Context: an optimization exercise on an open-source flow, tuned for small area. The choices shown serve that exercise and are no tape-out recipe.
The RTL was checked by simulation tests, not by an equivalence proof against the original design.
Power and IR drop assume default switching activity.

==> flow/design.v <==
package bridge_pkg;
	localparam int clks_per_bit = 16;
	localparam int baud_cnt_w = $clog2(clks_per_bit);
	localparam logic [baud_cnt_w-1:0] baud_last = baud_cnt_w'(clks_per_bit - 1);
	localparam logic [baud_cnt_w-1:0] baud_half = baud_cnt_w'(clks_per_bit / 2 - 1);
	localparam int flash_depth = 256;
	localparam int flash_busy_cycles = 4;
	localparam int busy_cnt_w = $clog2(flash_busy_cycles + 1);
	localparam logic [busy_cnt_w-1:0] busy_last = busy_cnt_w'(flash_busy_cycles);
	localparam logic [7:0] cmd_write = 8'h57;
	localparam logic [7:0] cmd_erase = 8'h45;
	localparam logic [7:0] cmd_read = 8'h52;
	localparam logic [7:0] reply_bad = 8'h3F;
	typedef struct packed {
		logic       cyc;
		logic       stb;
		logic       we;
		logic       erase;
		logic [7:0] adr;
		logic [7:0] dat;
	} wb_m2s_t;
	typedef struct packed {
		logic       ack;
		logic [7:0] dat;
	} wb_s2m_t;
	typedef struct packed {
		logic [7:0] cmd;
		logic [7:0] addr;
		logic [7:0] data;
	} frame_t;
endpackage
`timescale 1ns/1ps
module uart_flash_bridge (
	input  logic CLK_50MHZ,
	input  logic RST,
	input  logic rs_rxd,
	output logic rs_txd
);
	localparam logic [1:0] op_bad = 2'd0, op_read = 2'd1, op_write = 2'd2, op_erase = 2'd3;
	logic rx_meta;
	logic rx_sync;
	logic [2047:0] ring;
	logic [7:0] pos;
	logic clr;
	logic tick;
	logic [1:0] fb;
	logic [4:0] bc;
	logic [1:0] op;
	logic [7:0] addr;
	logic [7:0] rxsh;
	logic replying;
	logic go;
	logic [7:0] head;
	logic [7:0] new_val;
	logic [7:0] tail;
	logic [15:0] tx_bits;
	assign tick = (pos[3:0] == 4'hF);
	assign replying = (fb == 2'd3);
	assign head = ring[7:0];
	assign go = replying && (bc == 5'd0) && (pos == addr);
	assign new_val = (op == op_erase) ? 8'hFF : (op == op_write) ? (head & rxsh) : head;
	assign tail = clr ? 8'hFF : go ? new_val : head;
	always_ff @(posedge CLK_50MHZ) begin
		if (RST) begin
			rx_meta <= 1'b1;
			rx_sync <= 1'b1;
		end else begin
			rx_meta <= rs_rxd;
			rx_sync <= rx_meta;
		end
	end
	always_ff @(posedge CLK_50MHZ) begin
		ring <= {tail, ring[2047:8]};
	end
	always_ff @(posedge CLK_50MHZ) begin
		if (RST) begin
			pos <= '0;
			clr <= 1'b1;
		end else begin
			pos <= pos + 1'b1;
			if (pos == 8'hFF)
				clr <= 1'b0;
		end
	end
	always_ff @(posedge CLK_50MHZ) begin
		if (RST) begin
			fb <= 2'd0;
			bc <= 5'd0;
		end else if (replying) begin
			if (go)
				bc <= 5'd6;
			else if (tick && bc != 5'd0) begin
				bc <= bc + 1'b1;
				if (bc == 5'd31)
					fb <= 2'd0;
			end
		end else if (tick) begin
			if (bc == 5'd0) begin
				if (!rx_sync)
					bc <= 5'd8;
			end else if (bc == 5'd16) begin
				bc <= 5'd0;
				if (rx_sync)
					fb <= fb + 1'b1;
			end else begin
				bc <= bc + 1'b1;
			end
		end
	end
	always_ff @(posedge CLK_50MHZ) begin
		if (go)
			rxsh <= (op == op_bad) ? bridge_pkg::reply_bad : new_val;
		else if (!replying && tick && bc[4:3] == 2'b01)
			rxsh <= {rx_sync, rxsh[7:1]};
	end
	always_ff @(posedge CLK_50MHZ) begin
		if (!replying && tick && bc == 5'd16 && rx_sync) begin
			if (fb == 2'd0)
				op <= (rxsh == bridge_pkg::cmd_write) ? op_write :
					(rxsh == bridge_pkg::cmd_erase) ? op_erase :
					(rxsh == bridge_pkg::cmd_read) ? op_read : op_bad;
			if (fb == 2'd1)
				addr <= rxsh;
		end
	end
	assign tx_bits = {rxsh, addr};
	assign rs_txd = !replying || (bc[3] ? tx_bits[{bc[4], bc[2:0]}] : (bc[2:0] != 3'd7));
endmodule
==> flow/config.mk <==
export PLATFORM = sky130hd
export DESIGN_NAME = uart_flash_bridge
export DESIGN_NICKNAME = uart_flash_bridge
export VERILOG_FILES = /design/flow/design.v
export SDC_FILE = /design/flow/constraint.sdc
export NUM_CORES = 4
export LEC_CHECK = 0
export CAP_MARGIN = 20
export CORE_MARGIN = 2
export CORE_UTILIZATION = 40
export CTS_BUF_LIST = sky130_fd_sc_hd__clkbuf_4
export CTS_CLUSTER_DIAMETER = 40
export CTS_CLUSTER_SIZE = 12
export SLEW_MARGIN = 20
==> flow/constraint.sdc <==
create_clock -name core_clock -period 20.0 [get_ports {CLK_50MHZ}]
set_input_delay 4.0000 -clock core_clock [delete_from_list [all_inputs] [get_ports {CLK_50MHZ}]]
set_output_delay 4.0000 -clock core_clock [all_outputs]
set_load 0.01 [all_outputs]
standard.sh (not shown) runs the stock make flow with config.mk's settings and CLKGATE_MAP_FILE= SYNTH_SCRIPT=/design/flow/synth_recipe.tcl, a recipe that flattens the netlist after the stock synthesis.
==> flow/flow/run.sh <==
#!/bin/bash
# Standard layout, with clock tree synthesis given its own arguments: small
# clock buffers in small clusters and no dummy loads.
set -euo pipefail
CTS="-sink_clustering_enable -repair_clock_nets -buf_list sky130_fd_sc_hd__clkbuf_4 -sink_clustering_size 12 -sink_clustering_max_diameter 40 -dont_use_dummy_load"
bash standard.sh "CTS_ARGS=$CTS" finish > standard_flow.log 2>&1
Change:
--- a/flow/design.v
+++ b/flow/design.v
@@ -53,32 +53,35 @@
 	logic [7:0] head;
 	logic [7:0] new_val;
 	logic [7:0] tail;
-	logic [15:0] tx_bits;
-	assign tick = (pos[3:0] == 4'hF);
+	assign tick = (pos[3:0] == 4'h8);
 	assign replying = (fb == 2'd3);
 	assign head = ring[7:0];
 	assign go = replying && (bc == 5'd0) && (pos == addr);
 	assign new_val = (op == op_erase) ? 8'hFF : (op == op_write) ? (head & rxsh) : head;
 	assign tail = clr ? 8'hFF : go ? new_val : head;
 	always_ff @(posedge CLK_50MHZ) begin
-		if (RST) begin
-			rx_meta <= 1'b1;
+		rx_meta <= rs_rxd;
+		if (RST)
 			rx_sync <= 1'b1;
-		end else begin
-			rx_meta <= rs_rxd;
+		else
 			rx_sync <= rx_meta;
-		end
 	end
 	always_ff @(posedge CLK_50MHZ) begin
 		ring <= {tail, ring[2047:8]};
 	end
+	logic [3:0] lo_next;
+	logic [3:0] hi_next;
+	assign lo_next = {pos[2:0], pos[3] ^ pos[0] ^ (pos[2:0] == 3'd0)};
+	assign hi_next = {pos[6:4], pos[7] ^ pos[4] ^ (pos[6:4] == 3'd0)};
 	always_ff @(posedge CLK_50MHZ) begin
 		if (RST) begin
 			pos <= '0;
 			clr <= 1'b1;
 		end else begin
-			pos <= pos + 1'b1;
-			if (pos == 8'hFF)
+			pos[3:0] <= lo_next;
+			if (tick)
+				pos[7:4] <= hi_next;
+			if (pos == 8'h88)
 				clr <= 1'b0;
 		end
 	end
@@ -110,19 +113,22 @@
 	always_ff @(posedge CLK_50MHZ) begin
 		if (go)
 			rxsh <= (op == op_bad) ? bridge_pkg::reply_bad : new_val;
-		else if (!replying && tick && bc[4:3] == 2'b01)
+		else if (tick && bc[3])
 			rxsh <= {rx_sync, rxsh[7:1]};
 	end
 	always_ff @(posedge CLK_50MHZ) begin
-		if (!replying && tick && bc == 5'd16 && rx_sync) begin
-			if (fb == 2'd0)
-				op <= (rxsh == bridge_pkg::cmd_write) ? op_write :
-					(rxsh == bridge_pkg::cmd_erase) ? op_erase :
-					(rxsh == bridge_pkg::cmd_read) ? op_read : op_bad;
-			if (fb == 2'd1)
-				addr <= rxsh;
+		if (replying) begin
+			if (tick && bc[3])
+				addr <= {rxsh[0], addr[7:1]};
+		end else if (tick && bc == 5'd16 && rx_sync && fb == 2'd1) begin
+			addr <= rxsh;
 		end
 	end
-	assign tx_bits = {rxsh, addr};
-	assign rs_txd = !replying || (bc[3] ? tx_bits[{bc[4], bc[2:0]}] : (bc[2:0] != 3'd7));
+	always_ff @(posedge CLK_50MHZ) begin
+		if (!replying && tick && bc == 5'd16 && rx_sync && fb == 2'd0)
+			op <= (rxsh == bridge_pkg::cmd_write) ? op_write :
+				(rxsh == bridge_pkg::cmd_erase) ? op_erase :
+				(rxsh == bridge_pkg::cmd_read) ? op_read : op_bad;
+	end
+	assign rs_txd = !replying || (bc[3] ? addr[0] : (bc[2:0] != 3'd7));
 endmodule
Result: Clock power barely changes; wire length fell by a few percent; design area hardly moves; count of clock-buffer cells in the layout decreases by 7; maximum frequency rose by roughly a tenth.

[what the ideal ports hide]
In the flow no input, the clock included, has a driving cell. The finished layouts below were timed again as built, in two steps.
Step 1 assumes that a clkbuf_16 drives the clock port and a buf_2 every other input.
Step 2 adds t to the input delays and takes it off the output delays; t is the mean of the earliest and latest rising clock arrival at the registers after step 1. Input paths then give back, and output paths get back, about the clock's delay inside the block.
a / b / c = ideal / step 1 / step 2; a / b = the first two.
| run | t (ns) | setup WS [ns] | clock arrival spread, ns | worst data-port slew with drivers (ns) | pins driven straight from the clock port |
|---|---|---|---|---|---|
| the first run | 1.043 | 12.659 / 12.600 / 13.643 | 0.119 / 0.119 | 0.03 | 1 |
| the second run | 1.018 | 13.320 / 13.268 / 14.285 | 0.121 / 0.121 | 0.03 | 1 |
After both steps every run listed still meets setup and hold.
